This is an optimization exercise on Yosys and OpenROAD, whose aim is small area, not a production implementation.
Only simulation tests tie the RTL to the original design; equivalence was not proved.

File: design/flow/run.sh
#!/bin/bash
# synth_recipe.tcl (not shown) runs the flow's synth.tcl, then flattens the netlist and writes it again
# the make line also repeats each setting of config.mk as NAME=value (left out here)
make -C /OpenROAD-flow-scripts/flow DESIGN_CONFIG=/design/flow/config.mk WORK_HOME=/design/flow/orfs CLKGATE_MAP_FILE= SYNTH_SCRIPT=/design/flow/synth_recipe.tcl finish
File: design/flow/config.mk
export PLATFORM = sky130hd
export DESIGN_NAME = arena_display
export DESIGN_NICKNAME = arena_display
export VERILOG_FILES = /design/flow/design.v
export SDC_FILE = /design/flow/constraint.sdc
export NUM_CORES = 4
export LEC_CHECK = 0
export ABC_AREA = 1
export CAP_MARGIN = 20
export CORE_MARGIN = 2
export CORE_UTILIZATION = 40
export SLEW_MARGIN = 20
File: design/flow/constraint.sdc
create_clock -name core_clock -period 14.0 [get_ports {clk}]
set_input_delay 2.8000 -clock core_clock [delete_from_list [all_inputs] [get_ports {clk}]]
set_output_delay 2.8000 -clock core_clock [all_outputs]
set_load 0.01 [all_outputs]
File: design/flow/design.v
package arena_pkg;
	typedef logic signed [10:0] coord_t;
	typedef logic [9:0] rail_t;
	typedef logic [6:0] score_t;
	typedef logic [3:0] digit_t;
	typedef logic [7:0] channel_t;
	localparam int H_TOTAL = 800;
	localparam int V_TOTAL = 525;
	localparam int H_SYNC_END = 95;
	localparam int V_SYNC_END = 1;
	localparam coord_t ACTIVE_X_MIN = 143;  
	localparam coord_t ACTIVE_X_MAX = 784;
	localparam coord_t ACTIVE_Y_MIN = 34;
	localparam coord_t ACTIVE_Y_MAX = 515;
	localparam coord_t FIELD_X_END = 660;  
	localparam coord_t BORDER_LEFT = 144;
	localparam coord_t BORDER_RIGHT = 659;
	localparam coord_t BORDER_TOP = 35;
	localparam coord_t BORDER_BOTTOM = 513;
	localparam coord_t HALF_LINE_Y = 275;
	localparam coord_t BLUE_GOAL1_X = 300;
	localparam coord_t BLUE_GOAL1_Y = 470;
	localparam coord_t BLUE_GOAL2_X = 400;
	localparam coord_t BLUE_GOAL2_Y = 430;
	localparam coord_t BLUE_GOAL3_X = 500;
	localparam coord_t BLUE_GOAL3_Y = 470;
	localparam coord_t RED_GOAL1_X = 300;
	localparam coord_t RED_GOAL1_Y = 80;
	localparam coord_t RED_GOAL2_X = 400;
	localparam coord_t RED_GOAL2_Y = 120;
	localparam coord_t RED_GOAL3_X = 500;
	localparam coord_t RED_GOAL3_Y = 80;
	localparam int GOAL_RING = 2;  
	localparam coord_t BLUE_VER_X = 240;
	localparam coord_t BLUE_HOR_Y = 370;
	localparam coord_t RED_VER_X = 560;
	localparam coord_t RED_HOR_Y = 180;
	localparam int BLUE_TENS_X = 676;
	localparam int BLUE_ONES_X = 698;
	localparam int RED_TENS_X = 738;
	localparam int RED_ONES_X = 762;
	localparam int SCORE_Y = 100;
	localparam channel_t BOARD_R = 200;  
	localparam channel_t BOARD_G = 210;
	localparam channel_t BOARD_B = 200;
endpackage
module raster_timing (
	input  logic clk,
	input  logic rst_n,
	input  logic pix_en,
	output logic [9:0] x,
	output logic [9:0] y,
	output logic hor_sync,
	output logic ver_sync
);
	logic x_end;
	logic y_end;
	logic [10:0] xc;
	logic [10:0] yc;
	logic x_clr;
	logic y_clr;
	assign x_end = x[9] & x[8] & (&x[4:0]);  
	assign y_end = y[9] & y[3] & y[2];       
	assign xc[0] = pix_en;
	assign yc[0] = pix_en & x_end;
	for (genvar i = 0; i < 10; i++) begin : g_carry
		assign xc[i + 1] = xc[i] & x[i];
		assign yc[i + 1] = yc[i] & y[i];
	end
	assign x_clr = !rst_n || (pix_en && x_end);
	assign y_clr = !rst_n || (yc[0] && y_end);
	always_ff @(posedge clk) begin
		x <= x_clr ? 10'd0 : x ^ xc[9:0];
		y <= y_clr ? 10'd0 : y ^ yc[9:0];
	end
	assign hor_sync = x[9] | x[8] | x[7] | (x[6] & x[5]);  
	assign ver_sync = |y[9:1];                               
endmodule
module pitch_painter (
	input  logic [9:0] x,
	input  logic [9:0] y,
	input  arena_pkg::rail_t team1_ver_pos,
	input  arena_pkg::rail_t team1_hor_pos,
	input  arena_pkg::rail_t team2_ver_pos,
	input  arena_pkg::rail_t team2_hor_pos,
	input  arena_pkg::coord_t ball_x,
	input  arena_pkg::coord_t ball_y,
	input  arena_pkg::coord_t bludger_x,
	input  arena_pkg::coord_t bludger_y,
	output logic red_shape,
	output logic blue_shape,
	output logic line_hit,
	output logic ball_hit,
	output logic bludger_hit
);
	function automatic logic ge_k(input logic [9:0] v, input int k);
		logic r;
		r = 1'b1;
		for (int i = 0; i < 10; i++)
			r = k[i] ? (v[i] & r) : (v[i] | r);
		ge_k = r;
	endfunction
	function automatic logic ge6_k(input logic [5:0] v, input int k);
		logic r;
		r = 1'b1;
		for (int i = 0; i < 6; i++)
			r = k[i] ? (v[i] & r) : (v[i] | r);
		ge6_k = r;
	endfunction
	function automatic logic [9:0] sub10(input logic [9:0] a, input logic [9:0] b);
		logic c;
		c = 1'b1;
		for (int i = 0; i < 10; i++) begin
			sub10[i] = a[i] ^ !b[i] ^ c;
			c = (a[i] & !b[i]) | (a[i] & c) | (!b[i] & c);
		end
	endfunction
	function automatic logic [5:0] add6(input logic [5:0] a, input logic [5:0] b);
		logic c;
		c = 1'b0;
		for (int i = 0; i < 6; i++) begin
			add6[i] = a[i] ^ b[i] ^ c;
			c = (a[i] & b[i]) | (a[i] & c) | (b[i] & c);
		end
	endfunction
	function automatic logic le5(input logic [4:0] a, input logic [4:0] b, input logic eq);
		logic r;
		r = eq;
		for (int i = 0; i < 5; i++)
			r = (!a[i] & b[i]) | (!(a[i] ^ b[i]) & r);
		le5 = r;
	endfunction
	function automatic logic le6(input logic [5:0] a, input logic [5:0] b);
		logic r;
		r = 1'b1;
		for (int i = 0; i < 6; i++)
			r = (!a[i] & b[i]) | (!(a[i] ^ b[i]) & r);
		le6 = r;
	endfunction
	function automatic logic [2:0] near4(input logic [9:0] d);
		logic in_r;
		in_r = ((d[9:3] == 7'h00) && (!d[2] || (d[1:0] == 2'd0))) ||
			((d[9:3] == 7'h7f) && d[2]);
		near4 = {in_r, in_r && ((d[2:0] == 3'd3) || (d[2:0] == 3'd4) || (d[2:0] == 3'd5)),
			in_r && (d[2:0] == 3'd4)};
	endfunction
	function automatic logic small_disc(input logic [9:0] px, input logic [9:0] py,
			input logic [10:0] cx, input logic [10:0] cy);
		logic [2:0] nx;
		logic [2:0] ny;
		nx = near4(sub10(px, cx[9:0]));
		ny = near4(sub10(py, cy[9:0]));
		small_disc = !cx[10] && !cy[10] && nx[2] && ny[2] && !(nx[1] && ny[1] && (nx[0] || ny[0]));
	endfunction
	function automatic logic in_span(input logic [9:0] d, input logic [4:0] f);
		in_span = ((d[9:5] == 5'h1f) || (d[9:5] == 5'h00)) && le5(d[4:0] ^ {5{d[9]}}, f, !d[9]);
	endfunction
	logic v_red;
	logic v_near;
	logic [4:0] v_f;
	logic v_hit;
	assign v_near = (ge_k(x, 216) && !ge_k(x, 265)) ||
		(ge_k(x, 536) && !ge_k(x, 585));
	assign v_f[0] = (ge_k(x, 217) && !ge_k(x, 220)) ||
		(ge_k(x, 222) && !ge_k(x, 223)) ||
		(ge_k(x, 224) && !ge_k(x, 226)) ||
		(ge_k(x, 227) && !ge_k(x, 229)) ||
		(ge_k(x, 231) && !ge_k(x, 234)) ||
		(ge_k(x, 247) && !ge_k(x, 250)) ||
		(ge_k(x, 252) && !ge_k(x, 254)) ||
		(ge_k(x, 255) && !ge_k(x, 257)) ||
		(ge_k(x, 258) && !ge_k(x, 259)) ||
		(ge_k(x, 261) && !ge_k(x, 264)) ||
		(ge_k(x, 537) && !ge_k(x, 540)) ||
		(ge_k(x, 542) && !ge_k(x, 543)) ||
		(ge_k(x, 544) && !ge_k(x, 546)) ||
		(ge_k(x, 547) && !ge_k(x, 549)) ||
		(ge_k(x, 551) && !ge_k(x, 554)) ||
		(ge_k(x, 567) && !ge_k(x, 570)) ||
		(ge_k(x, 572) && !ge_k(x, 574)) ||
		(ge_k(x, 575) && !ge_k(x, 577)) ||
		(ge_k(x, 578) && !ge_k(x, 579)) ||
		(ge_k(x, 581) && !ge_k(x, 584));
	assign v_f[1] = (!ge_k(x, 217)) ||
		(ge_k(x, 218) && !ge_k(x, 219)) ||
		(ge_k(x, 220) && !ge_k(x, 221)) ||
		(ge_k(x, 223) && !ge_k(x, 226)) ||
		(ge_k(x, 229) && !ge_k(x, 234)) ||
		(ge_k(x, 247) && !ge_k(x, 252)) ||
		(ge_k(x, 255) && !ge_k(x, 258)) ||
		(ge_k(x, 260) && !ge_k(x, 261)) ||
		(ge_k(x, 262) && !ge_k(x, 263)) ||
		(ge_k(x, 264) && !ge_k(x, 537)) ||
		(ge_k(x, 538) && !ge_k(x, 539)) ||
		(ge_k(x, 540) && !ge_k(x, 541)) ||
		(ge_k(x, 543) && !ge_k(x, 546)) ||
		(ge_k(x, 549) && !ge_k(x, 554)) ||
		(ge_k(x, 567) && !ge_k(x, 572)) ||
		(ge_k(x, 575) && !ge_k(x, 578)) ||
		(ge_k(x, 580) && !ge_k(x, 581)) ||
		(ge_k(x, 582) && !ge_k(x, 583)) ||
		(ge_k(x, 584));
	assign v_f[2] = (!ge_k(x, 217)) ||
		(ge_k(x, 219) && !ge_k(x, 221)) ||
		(ge_k(x, 226) && !ge_k(x, 234)) ||
		(ge_k(x, 247) && !ge_k(x, 255)) ||
		(ge_k(x, 260) && !ge_k(x, 262)) ||
		(ge_k(x, 264) && !ge_k(x, 537)) ||
		(ge_k(x, 539) && !ge_k(x, 541)) ||
		(ge_k(x, 546) && !ge_k(x, 554)) ||
		(ge_k(x, 567) && !ge_k(x, 575)) ||
		(ge_k(x, 580) && !ge_k(x, 582)) ||
		(ge_k(x, 584));
	assign v_f[3] = (ge_k(x, 217) && !ge_k(x, 221)) ||
		(ge_k(x, 234) && !ge_k(x, 247)) ||
		(ge_k(x, 260) && !ge_k(x, 264)) ||
		(ge_k(x, 537) && !ge_k(x, 541)) ||
		(ge_k(x, 554) && !ge_k(x, 567)) ||
		(ge_k(x, 580) && !ge_k(x, 584));
	assign v_f[4] = (ge_k(x, 221) && !ge_k(x, 260)) ||
		(ge_k(x, 541) && !ge_k(x, 580));
	assign v_red = x[9];
	assign v_hit = v_near && in_span(sub10(y, v_red ? team2_ver_pos : team1_ver_pos), v_f);
	logic h_blue;
	logic h_near;
	logic [4:0] h_f;
	logic h_hit;
	assign h_near = (ge_k(y, 156) && !ge_k(y, 205)) ||
		(ge_k(y, 346) && !ge_k(y, 395));
	assign h_f[0] = (ge_k(y, 157) && !ge_k(y, 160)) ||
		(ge_k(y, 162) && !ge_k(y, 163)) ||
		(ge_k(y, 164) && !ge_k(y, 166)) ||
		(ge_k(y, 167) && !ge_k(y, 169)) ||
		(ge_k(y, 171) && !ge_k(y, 174)) ||
		(ge_k(y, 187) && !ge_k(y, 190)) ||
		(ge_k(y, 192) && !ge_k(y, 194)) ||
		(ge_k(y, 195) && !ge_k(y, 197)) ||
		(ge_k(y, 198) && !ge_k(y, 199)) ||
		(ge_k(y, 201) && !ge_k(y, 204)) ||
		(ge_k(y, 347) && !ge_k(y, 350)) ||
		(ge_k(y, 352) && !ge_k(y, 353)) ||
		(ge_k(y, 354) && !ge_k(y, 356)) ||
		(ge_k(y, 357) && !ge_k(y, 359)) ||
		(ge_k(y, 361) && !ge_k(y, 364)) ||
		(ge_k(y, 377) && !ge_k(y, 380)) ||
		(ge_k(y, 382) && !ge_k(y, 384)) ||
		(ge_k(y, 385) && !ge_k(y, 387)) ||
		(ge_k(y, 388) && !ge_k(y, 389)) ||
		(ge_k(y, 391) && !ge_k(y, 394));
	assign h_f[1] = (!ge_k(y, 157)) ||
		(ge_k(y, 158) && !ge_k(y, 159)) ||
		(ge_k(y, 160) && !ge_k(y, 161)) ||
		(ge_k(y, 163) && !ge_k(y, 166)) ||
		(ge_k(y, 169) && !ge_k(y, 174)) ||
		(ge_k(y, 187) && !ge_k(y, 192)) ||
		(ge_k(y, 195) && !ge_k(y, 198)) ||
		(ge_k(y, 200) && !ge_k(y, 201)) ||
		(ge_k(y, 202) && !ge_k(y, 203)) ||
		(ge_k(y, 204) && !ge_k(y, 347)) ||
		(ge_k(y, 348) && !ge_k(y, 349)) ||
		(ge_k(y, 350) && !ge_k(y, 351)) ||
		(ge_k(y, 353) && !ge_k(y, 356)) ||
		(ge_k(y, 359) && !ge_k(y, 364)) ||
		(ge_k(y, 377) && !ge_k(y, 382)) ||
		(ge_k(y, 385) && !ge_k(y, 388)) ||
		(ge_k(y, 390) && !ge_k(y, 391)) ||
		(ge_k(y, 392) && !ge_k(y, 393)) ||
		(ge_k(y, 394));
	assign h_f[2] = (!ge_k(y, 157)) ||
		(ge_k(y, 159) && !ge_k(y, 161)) ||
		(ge_k(y, 166) && !ge_k(y, 174)) ||
		(ge_k(y, 187) && !ge_k(y, 195)) ||
		(ge_k(y, 200) && !ge_k(y, 202)) ||
		(ge_k(y, 204) && !ge_k(y, 347)) ||
		(ge_k(y, 349) && !ge_k(y, 351)) ||
		(ge_k(y, 356) && !ge_k(y, 364)) ||
		(ge_k(y, 377) && !ge_k(y, 385)) ||
		(ge_k(y, 390) && !ge_k(y, 392)) ||
		(ge_k(y, 394));
	assign h_f[3] = (ge_k(y, 157) && !ge_k(y, 161)) ||
		(ge_k(y, 174) && !ge_k(y, 187)) ||
		(ge_k(y, 200) && !ge_k(y, 204)) ||
		(ge_k(y, 347) && !ge_k(y, 351)) ||
		(ge_k(y, 364) && !ge_k(y, 377)) ||
		(ge_k(y, 390) && !ge_k(y, 394));
	assign h_f[4] = (ge_k(y, 161) && !ge_k(y, 200)) ||
		(ge_k(y, 351) && !ge_k(y, 390));
	assign h_blue = y[9] | y[8];
	assign h_hit = h_near && in_span(sub10(x, h_blue ? team1_hor_pos : team2_hor_pos), h_f);
	logic g_xin;
	logic g_mid;
	logic g_c1;
	logic g_c2;
	logic g_blue;
	logic g_left;
	logic [5:0] g_kx;
	logic [5:0] ax;
	logic g_yino;
	logic g_yinm;
	logic g_upo;
	logic g_upm;
	logic g_up;
	logic [5:0] g_ky;
	logic [5:0] ay;
	logic [5:0] lo;
	logic [5:0] hi;
	logic g_ring;
	logic g_post;
	logic g_hit;
	assign g_xin = (ge_k(x, 259) && !ge_k(x, 342)) ||
		(ge_k(x, 359) && !ge_k(x, 442)) ||
		(ge_k(x, 459) && !ge_k(x, 542));
	assign g_c1 = (ge_k(x, 352) && !ge_k(x, 448));
	assign g_c2 = (ge_k(x, 448));
	assign g_left = (!ge_k(x, 300)) ||
		(ge_k(x, 352) && !ge_k(x, 400)) ||
		(ge_k(x, 448) && !ge_k(x, 500));
	assign g_mid = g_c1;
	assign g_kx = g_c2 ? (g_left ? 6'd53 : 6'd12) : g_c1 ? (g_left ? 6'd17 : 6'd48) : (g_left ? 6'd45 : 6'd20);
	assign ax = add6(x[5:0] ^ {6{g_left}}, g_kx);
	assign g_yino = (ge_k(y, 39) && !ge_k(y, 122)) ||
		(ge_k(y, 429) && !ge_k(y, 512));
	assign g_yinm = (ge_k(y, 79) && !ge_k(y, 162)) ||
		(ge_k(y, 389) && !ge_k(y, 472));
	assign g_upo = (!ge_k(y, 80)) ||
		(ge_k(y, 256) && !ge_k(y, 470));
	assign g_upm = (!ge_k(y, 120)) ||
		(ge_k(y, 256) && !ge_k(y, 430));
	assign g_blue = y[9] | y[8];
	assign g_up = g_mid ? g_upm : g_upo;
	assign g_ky = g_blue ? (g_mid ? (g_up ? 6'd47 : 6'd18) : (g_up ? 6'd23 : 6'd42)) : (g_mid ? (g_up ? 6'd57 : 6'd8) : (g_up ? 6'd17 : 6'd48));
	assign ay = add6(y[5:0] ^ {6{g_up}}, g_ky);
	assign lo[0] = (!ge6_k(ay, 1)) ||
		(ge6_k(ay, 9) && !ge6_k(ay, 13)) ||
		(ge6_k(ay, 15) && !ge6_k(ay, 17)) ||
		(ge6_k(ay, 19) && !ge6_k(ay, 21)) ||
		(ge6_k(ay, 22) && !ge6_k(ay, 24)) ||
		(ge6_k(ay, 25) && !ge6_k(ay, 26)) ||
		(ge6_k(ay, 27) && !ge6_k(ay, 28)) ||
		(ge6_k(ay, 29) && !ge6_k(ay, 30)) ||
		(ge6_k(ay, 32) && !ge6_k(ay, 39));
	assign lo[1] = (!ge6_k(ay, 9)) ||
		(ge6_k(ay, 15) && !ge6_k(ay, 19)) ||
		(ge6_k(ay, 22) && !ge6_k(ay, 25)) ||
		(ge6_k(ay, 27) && !ge6_k(ay, 29)) ||
		(ge6_k(ay, 31) && !ge6_k(ay, 32)) ||
		(ge6_k(ay, 33) && !ge6_k(ay, 34)) ||
		(ge6_k(ay, 35) && !ge6_k(ay, 36));
	assign lo[2] = (!ge6_k(ay, 15)) ||
		(ge6_k(ay, 22) && !ge6_k(ay, 27)) ||
		(ge6_k(ay, 31) && !ge6_k(ay, 33)) ||
		(ge6_k(ay, 35) && !ge6_k(ay, 37));
	assign lo[3] = (ge6_k(ay, 22) && !ge6_k(ay, 31)) ||
		(ge6_k(ay, 35) && !ge6_k(ay, 38));
	assign lo[4] = (ge6_k(ay, 22) && !ge6_k(ay, 35));
	assign lo[5] = (!ge6_k(ay, 22));
	assign hi[0] = (!ge6_k(ay, 10)) ||
		(ge6_k(ay, 13) && !ge6_k(ay, 16)) ||
		(ge6_k(ay, 18) && !ge6_k(ay, 20)) ||
		(ge6_k(ay, 22) && !ge6_k(ay, 24)) ||
		(ge6_k(ay, 25) && !ge6_k(ay, 26)) ||
		(ge6_k(ay, 28) && !ge6_k(ay, 29)) ||
		(ge6_k(ay, 30) && !ge6_k(ay, 31)) ||
		(ge6_k(ay, 32) && !ge6_k(ay, 34)) ||
		(ge6_k(ay, 35) && !ge6_k(ay, 40)) ||
		(ge6_k(ay, 41));
	assign hi[1] = (ge6_k(ay, 13) && !ge6_k(ay, 18)) ||
		(ge6_k(ay, 22) && !ge6_k(ay, 25)) ||
		(ge6_k(ay, 28) && !ge6_k(ay, 30)) ||
		(ge6_k(ay, 32) && !ge6_k(ay, 33)) ||
		(ge6_k(ay, 35) && !ge6_k(ay, 36)) ||
		(ge6_k(ay, 37) && !ge6_k(ay, 38)) ||
		(ge6_k(ay, 39) && !ge6_k(ay, 40));
	assign hi[2] = (ge6_k(ay, 13) && !ge6_k(ay, 22)) ||
		(ge6_k(ay, 28) && !ge6_k(ay, 32)) ||
		(ge6_k(ay, 35) && !ge6_k(ay, 37)) ||
		(ge6_k(ay, 39) && !ge6_k(ay, 41));
	assign hi[3] = (!ge6_k(ay, 13)) ||
		(ge6_k(ay, 28) && !ge6_k(ay, 35)) ||
		(ge6_k(ay, 39));
	assign hi[4] = (ge6_k(ay, 28) && !ge6_k(ay, 39));
	assign hi[5] = (!ge6_k(ay, 28));
	assign g_ring = g_xin && (g_mid ? g_yinm : g_yino) && le6(lo, ax) && le6(ax, hi);
	assign g_post = (((ge_k(x, 298) && !ge_k(x, 303)) ||
		(ge_k(x, 498) && !ge_k(x, 503))) && ((!ge_k(y, 41)) ||
		(ge_k(y, 510)))) || (((ge_k(x, 398) && !ge_k(x, 403))) && ((!ge_k(y, 81)) ||
		(ge_k(y, 470))));
	assign g_hit = g_ring || g_post;
	assign red_shape = (g_hit && !h_blue) || (v_hit && v_red) || (h_hit && !h_blue);
	assign blue_shape = (g_hit && h_blue) || (v_hit && !v_red) || (h_hit && h_blue);
	assign ball_hit = small_disc(x, y, ball_x, ball_y);
	assign bludger_hit = small_disc(x, y, bludger_x, bludger_y);
	assign line_hit = ((!ge_k(x, 145)) ||
		(ge_k(x, 659))) || ((!ge_k(y, 36)) ||
		(ge_k(y, 275) && !ge_k(y, 276)) ||
		(ge_k(y, 513) && !ge_k(y, 514)));
endmodule
module segment_digit (
	input  arena_pkg::digit_t value,
	output logic [6:0] lit
);
	assign lit[6] = !(value == 4'd1 || value == 4'd4);
	assign lit[5] = !(value == 4'd5 || value == 4'd6);
	assign lit[4] = value != 4'd2;
	assign lit[3] = !(value == 4'd1 || value == 4'd4 || value == 4'd7);
	assign lit[2] = value == 4'd0 || value == 4'd2 || value == 4'd6 || value == 4'd8;
	assign lit[1] = !(value == 4'd1 || value == 4'd2 || value == 4'd3 || value == 4'd7);
	assign lit[0] = !(value == 4'd0 || value == 4'd1 || value == 4'd7);
endmodule
module score_board (
	input  logic [9:0] x,
	input  logic [9:0] y,
	input  arena_pkg::score_t team1_score,
	input  arena_pkg::score_t team2_score,
	output logic blue_digit_hit,
	output logic red_digit_hit
);
	function automatic logic ge_k(input logic [9:0] v, input int k);
		logic r;
		r = 1'b1;
		for (int i = 0; i < 10; i++)
			r = k[i] ? (v[i] & r) : (v[i] | r);
		ge_k = r;
	endfunction
	logic red_side;
	logic ones_sel;
	logic [6:0] score;
	logic [3:0] tens;
	logic [3:0] ones;
	logic [6:0] lit;
	logic col_l;
	logic col_m;
	logic col_r;
	logic row_t;
	logic row_u;
	logic row_m;
	logic row_l;
	logic row_b;
	logic hit;
	assign red_side = (ge_k(x, 718));
	assign ones_sel = (ge_k(x, 688) && !ge_k(x, 720)) ||
		(ge_k(x, 752));
	assign score = red_side ? team2_score : team1_score;
	always_comb begin
		case (score[6:1])
			6'd0: begin tens = 4'd0; ones = 4'd0; end
			6'd1: begin tens = 4'd0; ones = 4'd1; end
			6'd2: begin tens = 4'd0; ones = 4'd2; end
			6'd3: begin tens = 4'd0; ones = 4'd3; end
			6'd4: begin tens = 4'd0; ones = 4'd4; end
			6'd5: begin tens = 4'd0; ones = 4'd5; end
			6'd6: begin tens = 4'd0; ones = 4'd6; end
			6'd7: begin tens = 4'd0; ones = 4'd7; end
			6'd8: begin tens = 4'd0; ones = 4'd8; end
			6'd9: begin tens = 4'd0; ones = 4'd9; end
			6'd10: begin tens = 4'd1; ones = 4'd0; end
			6'd11: begin tens = 4'd1; ones = 4'd1; end
			6'd12: begin tens = 4'd1; ones = 4'd2; end
			6'd13: begin tens = 4'd1; ones = 4'd3; end
			6'd14: begin tens = 4'd1; ones = 4'd4; end
			6'd15: begin tens = 4'd1; ones = 4'd5; end
			6'd16: begin tens = 4'd1; ones = 4'd6; end
			6'd17: begin tens = 4'd1; ones = 4'd7; end
			6'd18: begin tens = 4'd1; ones = 4'd8; end
			6'd19: begin tens = 4'd1; ones = 4'd9; end
			6'd20: begin tens = 4'd2; ones = 4'd0; end
			6'd21: begin tens = 4'd2; ones = 4'd1; end
			6'd22: begin tens = 4'd2; ones = 4'd2; end
			6'd23: begin tens = 4'd2; ones = 4'd3; end
			6'd24: begin tens = 4'd2; ones = 4'd4; end
			6'd25: begin tens = 4'd2; ones = 4'd5; end
			6'd26: begin tens = 4'd2; ones = 4'd6; end
			6'd27: begin tens = 4'd2; ones = 4'd7; end
			6'd28: begin tens = 4'd2; ones = 4'd8; end
			6'd29: begin tens = 4'd2; ones = 4'd9; end
			6'd30: begin tens = 4'd3; ones = 4'd0; end
			6'd31: begin tens = 4'd3; ones = 4'd1; end
			6'd32: begin tens = 4'd3; ones = 4'd2; end
			6'd33: begin tens = 4'd3; ones = 4'd3; end
			6'd34: begin tens = 4'd3; ones = 4'd4; end
			6'd35: begin tens = 4'd3; ones = 4'd5; end
			6'd36: begin tens = 4'd3; ones = 4'd6; end
			6'd37: begin tens = 4'd3; ones = 4'd7; end
			6'd38: begin tens = 4'd3; ones = 4'd8; end
			6'd39: begin tens = 4'd3; ones = 4'd9; end
			6'd40: begin tens = 4'd4; ones = 4'd0; end
			6'd41: begin tens = 4'd4; ones = 4'd1; end
			6'd42: begin tens = 4'd4; ones = 4'd2; end
			6'd43: begin tens = 4'd4; ones = 4'd3; end
			6'd44: begin tens = 4'd4; ones = 4'd4; end
			6'd45: begin tens = 4'd4; ones = 4'd5; end
			6'd46: begin tens = 4'd4; ones = 4'd6; end
			6'd47: begin tens = 4'd4; ones = 4'd7; end
			6'd48: begin tens = 4'd4; ones = 4'd8; end
			6'd49: begin tens = 4'd4; ones = 4'd9; end
			6'd50: begin tens = 4'd5; ones = 4'd0; end
			6'd51: begin tens = 4'd5; ones = 4'd1; end
			6'd52: begin tens = 4'd5; ones = 4'd2; end
			6'd53: begin tens = 4'd5; ones = 4'd3; end
			6'd54: begin tens = 4'd5; ones = 4'd4; end
			6'd55: begin tens = 4'd5; ones = 4'd5; end
			6'd56: begin tens = 4'd5; ones = 4'd6; end
			6'd57: begin tens = 4'd5; ones = 4'd7; end
			6'd58: begin tens = 4'd5; ones = 4'd8; end
			6'd59: begin tens = 4'd5; ones = 4'd9; end
			6'd60: begin tens = 4'd6; ones = 4'd0; end
			6'd61: begin tens = 4'd6; ones = 4'd1; end
			6'd62: begin tens = 4'd6; ones = 4'd2; end
			6'd63: begin tens = 4'd6; ones = 4'd3; end
			default: begin tens = 4'd0; ones = 4'd0; end
		endcase
	end
	segment_digit u_dec (.value(ones_sel ? ones : tens), .lit(lit));
	assign col_l = (ge_k(x, 666) && !ge_k(x, 669)) ||
		(ge_k(x, 688) && !ge_k(x, 691)) ||
		(ge_k(x, 728) && !ge_k(x, 731)) ||
		(ge_k(x, 752) && !ge_k(x, 755));
	assign col_m = (ge_k(x, 669) && !ge_k(x, 684)) ||
		(ge_k(x, 691) && !ge_k(x, 706)) ||
		(ge_k(x, 731) && !ge_k(x, 746)) ||
		(ge_k(x, 755) && !ge_k(x, 770));
	assign col_r = (ge_k(x, 684) && !ge_k(x, 687)) ||
		(ge_k(x, 706) && !ge_k(x, 709)) ||
		(ge_k(x, 746) && !ge_k(x, 749)) ||
		(ge_k(x, 770) && !ge_k(x, 773));
	assign row_t = (ge_k(y, 81) && !ge_k(y, 84));
	assign row_u = (ge_k(y, 84) && !ge_k(y, 99));
	assign row_m = (ge_k(y, 99) && !ge_k(y, 102));
	assign row_l = (ge_k(y, 102) && !ge_k(y, 117));
	assign row_b = (ge_k(y, 117) && !ge_k(y, 120));
	assign hit = (col_m && row_t && lit[6]) || (col_r && row_u && lit[5]) ||
		(col_r && row_l && lit[4]) || (col_m && row_b && lit[3]) ||
		(col_l && row_l && lit[2]) || (col_l && row_u && lit[1]) ||
		(col_m && row_m && lit[0]);
	assign red_digit_hit = hit && red_side;
	assign blue_digit_hit = hit && !red_side;
endmodule
module pixel_composer (
	input  logic clk,
	input  logic rst_n,
	input  logic pix_en,
	input  logic [9:0] x,
	input  logic [9:0] y,
	input  logic red_shape,
	input  logic blue_shape,
	input  logic line_hit,
	input  logic ball_hit,
	input  logic bludger_hit,
	input  logic blue_digit_hit,
	input  logic red_digit_hit,
	output arena_pkg::channel_t red,
	output arena_pkg::channel_t green,
	output arena_pkg::channel_t blue
);
	function automatic logic ge_k(input logic [9:0] v, input int k);
		logic r;
		r = 1'b1;
		for (int i = 0; i < 10; i++)
			r = k[i] ? (v[i] & r) : (v[i] | r);
		ge_k = r;
	endfunction
	logic y_act;
	logic field;
	logic board;
	logic r_d;
	logic g_d;
	logic b_d;
	logic k_d;
	logic r_q;
	logic g_q;
	logic b_q;
	logic k_q;
	assign y_act = (ge_k(y, 35) && !ge_k(y, 515));
	assign field = y_act && ((ge_k(x, 144) && !ge_k(x, 660)));
	assign board = y_act && ((ge_k(x, 661) && !ge_k(x, 784)));
	assign r_d = (field && (red_shape || line_hit || ball_hit || bludger_hit)) ||
		(board && red_digit_hit);
	assign g_d = field && (line_hit || bludger_hit) && !ball_hit;
	assign b_d = (field && (blue_shape || line_hit || ball_hit) && !bludger_hit) ||
		(board && blue_digit_hit && !red_digit_hit);
	assign k_d = board && !red_digit_hit && !blue_digit_hit;
	always_ff @(posedge clk) begin
		if (!rst_n) begin
			r_q <= 1'b0;
			g_q <= 1'b0;
			b_q <= 1'b0;
			k_q <= 1'b0;
		end else if (pix_en) begin
			r_q <= r_d;
			g_q <= g_d;
			b_q <= b_d;
			k_q <= k_d;
		end
	end
	assign red = {r_q | k_q, r_q | k_q, r_q, r_q, r_q | k_q, r_q, r_q, r_q};
	assign green = {g_q | k_q, g_q | k_q, g_q, g_q | k_q, g_q, g_q, g_q | k_q, g_q};
	assign blue = {b_q | k_q, b_q | k_q, b_q, b_q, b_q | k_q, b_q, b_q, b_q};
endmodule
module arena_display (
	input  logic clk,
	input  logic rst_n,
	input  logic pix_en,
	input  arena_pkg::rail_t team1_ver_pos,
	input  arena_pkg::rail_t team1_hor_pos,
	input  arena_pkg::rail_t team2_ver_pos,
	input  arena_pkg::rail_t team2_hor_pos,
	input  arena_pkg::coord_t ball_x,
	input  arena_pkg::coord_t ball_y,
	input  arena_pkg::coord_t bludger_x,
	input  arena_pkg::coord_t bludger_y,
	input  arena_pkg::score_t team1_score,
	input  arena_pkg::score_t team2_score,
	output logic hor_sync,
	output logic ver_sync,
	output arena_pkg::channel_t red,
	output arena_pkg::channel_t green,
	output arena_pkg::channel_t blue
);
	logic [9:0] x;
	logic [9:0] y;
	logic red_shape;
	logic blue_shape;
	logic line_hit;
	logic ball_hit;
	logic bludger_hit;
	logic blue_digit_hit;
	logic red_digit_hit;
	raster_timing u_timing (
		.clk(clk), .rst_n(rst_n), .pix_en(pix_en), .x(x), .y(y),
		.hor_sync(hor_sync), .ver_sync(ver_sync)
	);
	pitch_painter u_painter (
		.x(x), .y(y),
		.team1_ver_pos(team1_ver_pos), .team1_hor_pos(team1_hor_pos),
		.team2_ver_pos(team2_ver_pos), .team2_hor_pos(team2_hor_pos),
		.ball_x(ball_x), .ball_y(ball_y), .bludger_x(bludger_x), .bludger_y(bludger_y),
		.red_shape(red_shape), .blue_shape(blue_shape), .line_hit(line_hit),
		.ball_hit(ball_hit), .bludger_hit(bludger_hit)
	);
	score_board u_board (
		.x(x), .y(y), .team1_score(team1_score), .team2_score(team2_score),
		.blue_digit_hit(blue_digit_hit), .red_digit_hit(red_digit_hit)
	);
	pixel_composer u_composer (
		.clk(clk), .rst_n(rst_n), .pix_en(pix_en), .x(x), .y(y),
		.red_shape(red_shape), .blue_shape(blue_shape), .line_hit(line_hit),
		.ball_hit(ball_hit), .bludger_hit(bludger_hit),
		.blue_digit_hit(blue_digit_hit), .red_digit_hit(red_digit_hit),
		.red(red), .green(green), .blue(blue)
	);
endmodule
==> impl_metrics.toml <==
[outcome]
status = "timing/DRC/antenna clean"

[grt]
grt_overflow = 0
grt_max_degree = 34
use_met1 = 0.3557
top_usage_layer = "met2"
grt_pass1_vias = 8969
grt_use_met2 = 0.4708
antenna_found_initial = 0
grt_usage = 0.2756
use_met3 = 0.04250
grt_pass1_wl_mm = 47.39

[clock_tree]
cts_root_buf = "clkbuf_16"
clkTransAtPathRegs_ns = 0.07
cts_post_setup_buffers_inserted = 0
cts_made_buffers = 3
clock_latency_ns = 0.27
cts_sinks = 24
cts_resized = 0
hold_buffers = 0
htree_levels = 1
cts_buffer_depth = 2
cts_tree = "done"

[routing]
final_antenna_net_count = 0
drt_pass1_iterations = 8
viasPerCell = 5.606
wl_mm = 29.97
first_iter_violations = 955
drc = 0
wl_per_cell_um = 18.03
vias = 9317

[floorplan]
fp.dieArea_um2 = 21470
boundaryPins = 127
die_x_um = 146.5
core_area_um2 = 20100
num_rows = 52
fp.dieH_um = 146.5
start_util = 0.4041

[layout]
diodes = 0
area_delta_synth_final_pct = 17.26
fin_cells = 1662
final_layout_size_suffix_gt1_frac = 0.05388
layout_common_cells = "nand2_1, inv_1, nor2_1"
stdcell_area_um2 = 9527
layout_commonest_cell = "nand2_1"
fill_cells = 2105
nets = 1601

[setup_path]
crit_arrival_ns = 9.22
path_class = "input pin to register"
start_kind = "input pin"
cp.required_ns = 14.15
critPathSlowestCell = "xnor2_1"
max_stage_delay_ns = 0.73
end_kind = "register"
cp_common_cell = "nand2_1"
cp_max_fo = 7

[yosys]
synth-xor-area-share = 0.03665
syn_area_um2 = 8124
async_flop_share = 0
synth-seq-cells = 24
synth_compound_area_frac = 0.1725
synth_top_family_by_area = "simple AND/OR/NAND/NOR gates"
synth_cell_type_count = 62
ys_seq_area_frac = 0.05914
yosysWarnings = 4
synth_fa_ha_area_frac = 0.2156
synth_ff_type = "dfxtp_1"
syn_inst = 1309
yosys.area_share.simple = 0.3376
syn-num-nets = 1517
syn_avg_cell_area_um2 = 6.206
synthMuxAreaShare = 0.02095
synth_largest_area_cell = "fa_1"
yosys.area.top_type_share = 0.1355
synth_edf_count = 0
synth_top_cells_by_area = "fa_1, nand2_1, inv_1"

[placement]
place_inst = 1658
port_buffers = 124
place_area_um2 = 9422
dp_hpwl_mm = 24.25
place.gp.congestion = 0.9919

[pwr]
ir_drop_v = 0.00004201
power.density_nw_per_um2 = 29.06
power_w = 0.0002768
cellLeakagePower_nw = 4.730

[timing]
rsz0062_at_grt = "false"
fin_worst_skew_ns = 0.002813
timing_hold_violations_final = 0
fmax_mhz = 110.4
worst_pin_slew_ns = 0.9113
fin_tns_setup_ns = 0
slew_violations = 0
slew_headroom = 0.3916
finalCritPeriodShare = 0.6473
finalSetupViolCount = 0
period_minus_slack_ns = 9.062

[flow_run]
drv_cap = 0

[hold_path]
hp-class = "register to register"
[metrics by stage]
stage / hold WS, ns / setup slack (ns) / util
5_1_grt: 0.5622 / 4.526 / 0.4739
6_report: 0.5105 / 4.938 / 0.4739
4_1_cts: 0.5202 / 4.919 / 0.4739
3_3_place_gp: 0.5014 / 4.748 / 0.4686
3_5_place_dp: 0.5063 / 4.645 / 0.4686
2_1_floorplan: 0.4536 / 5.628 / -
[report_power, final]
group	total, W	internal [W]	switching, W
Combinational	0.000121	0.0000617	0.0000594
Sequential	0.0000719	0.0000691	0.00000280
Clock	0.0000839	0.0000570	0.0000269
[Yosys cell counts, types with 4 or more instances]
master / number
clkinv_1: 5
nor3_1: 29
nor2_4: 6
nand2_1: 258
nor4_1: 12
inv_1: 227
clkbuf_1: 6
nand3_2: 5
nand4_1: 33
xor2_1: 23
o211ai_1: 22
ha_1: 52
inv_2: 7
buf_1: 7
nor2_1: 157
dfxtp_1: 24
o2111ai_1: 9
o22ai_1: 8
nor2_2: 4
mux2i_1: 17
a21oi_1: 44
o32ai_1: 5
or2_2: 7
fa_1: 55
buf_4: 28
inv_4: 4
nand2_2: 15
buf_6: 4
nand2_4: 6
buf_2: 8
xnor2_1: 11
nand3_1: 75
a2111oi_0: 4
o31ai_1: 6
o21ai_1: 6
a31oi_1: 8
o221ai_1: 5
a311oi_1: 4
o21ai_0: 66
[layer usage]
layer	vias up	wire length [µm]
met5	-	0
met4	0	997
met2	565	13950
met1	4189	12240
met3	97	2786
li1	4466	-
[final timing paths]
path,slack (ns),from,cells past startpoint,end
worst max-delay path,4.94,team2_ver_pos[0],31,u_composer.r_q
worst min-delay path,0.51,u_composer.k_q,2,u_composer.k_q
worst max register to register,6.40,u_timing.y[9],33,u_composer.b_q
worst min register to register,0.51,u_composer.k_q,2,u_composer.k_q
[cells by family (layout without fill, tap and decap cells)]
family          Yosys count  count (layout)
mux                      17              17
flops                    24              24
buf+inv                 298             381
compound gates          217             217
fa+ha+maj               107             107
simple gates            612             612
xor+xnor                 34              34
[state kept, by name, summed over array words and instances, names as in the netlist]
| signal | flops |
|---|---|
| u_composer.b_q | 1 |
| u_composer.g_q | 1 |
| u_composer.r_q | 1 |
| u_timing.y | 10 |
| u_timing.x | 10 |
| u_composer.k_q | 1 |
[cell type report]
cell class	instances	area, µm²	area share
Tap cell	270	337.8	0.03546
Clock buffer	3	75.07	0.007880
Clock inverter	1	30.03	0.003152
Sequential cell	24	480.5	0.05043
Timing Repair Buffer	133	1309	0.1374
Inverter	244	930.9	0.09771
Multi-Input combinational cell	987	6364	0.6680
[worst max-delay path: cells and delay by family]
family | cells | cell delay, ns
AOI/OAI and AO/OA | 2 | 0.20
xor gates and xnor gates | 2 | 0.94
adders and majority gates | 10 | 3.86
buffers and inverters | 5 | 0.65
and+or+nand+nor | 12 | 0.76

[re-timing with driven ports]
The results above use ideal ports. As a check the final layout listed here was re-extracted and re-timed, cells and wires unchanged. Step 1 (the two cells are an assumption about what drives the block):
set clk [get_ports {clk}]
set_driving_cell -lib_cell sky130_fd_sc_hd__clkbuf_16 $clk
set_driving_cell -lib_cell sky130_fd_sc_hd__buf_2 [delete_from_list [all_inputs] $clk]
Step 2 times the ports against the registers' clock, not the clock port: input delays grow and output delays shrink by t, the midpoint of the rising clock arrivals with the driver on. Three values: ideal, step 1, step 2; two values: the first two.
t (ns): 0.302
setup WS [ns]: 4.938 / 4.940 / 4.638
worst hold slack (ns): 0.510 / 0.510 / 0.510
worst register clock-pin slew, ns: 0.07 / 0.07
After both steps setup and hold are still met in this run. The setup slack of this run moves by +0.002 ns with the drivers and by -0.300 ns with both steps.
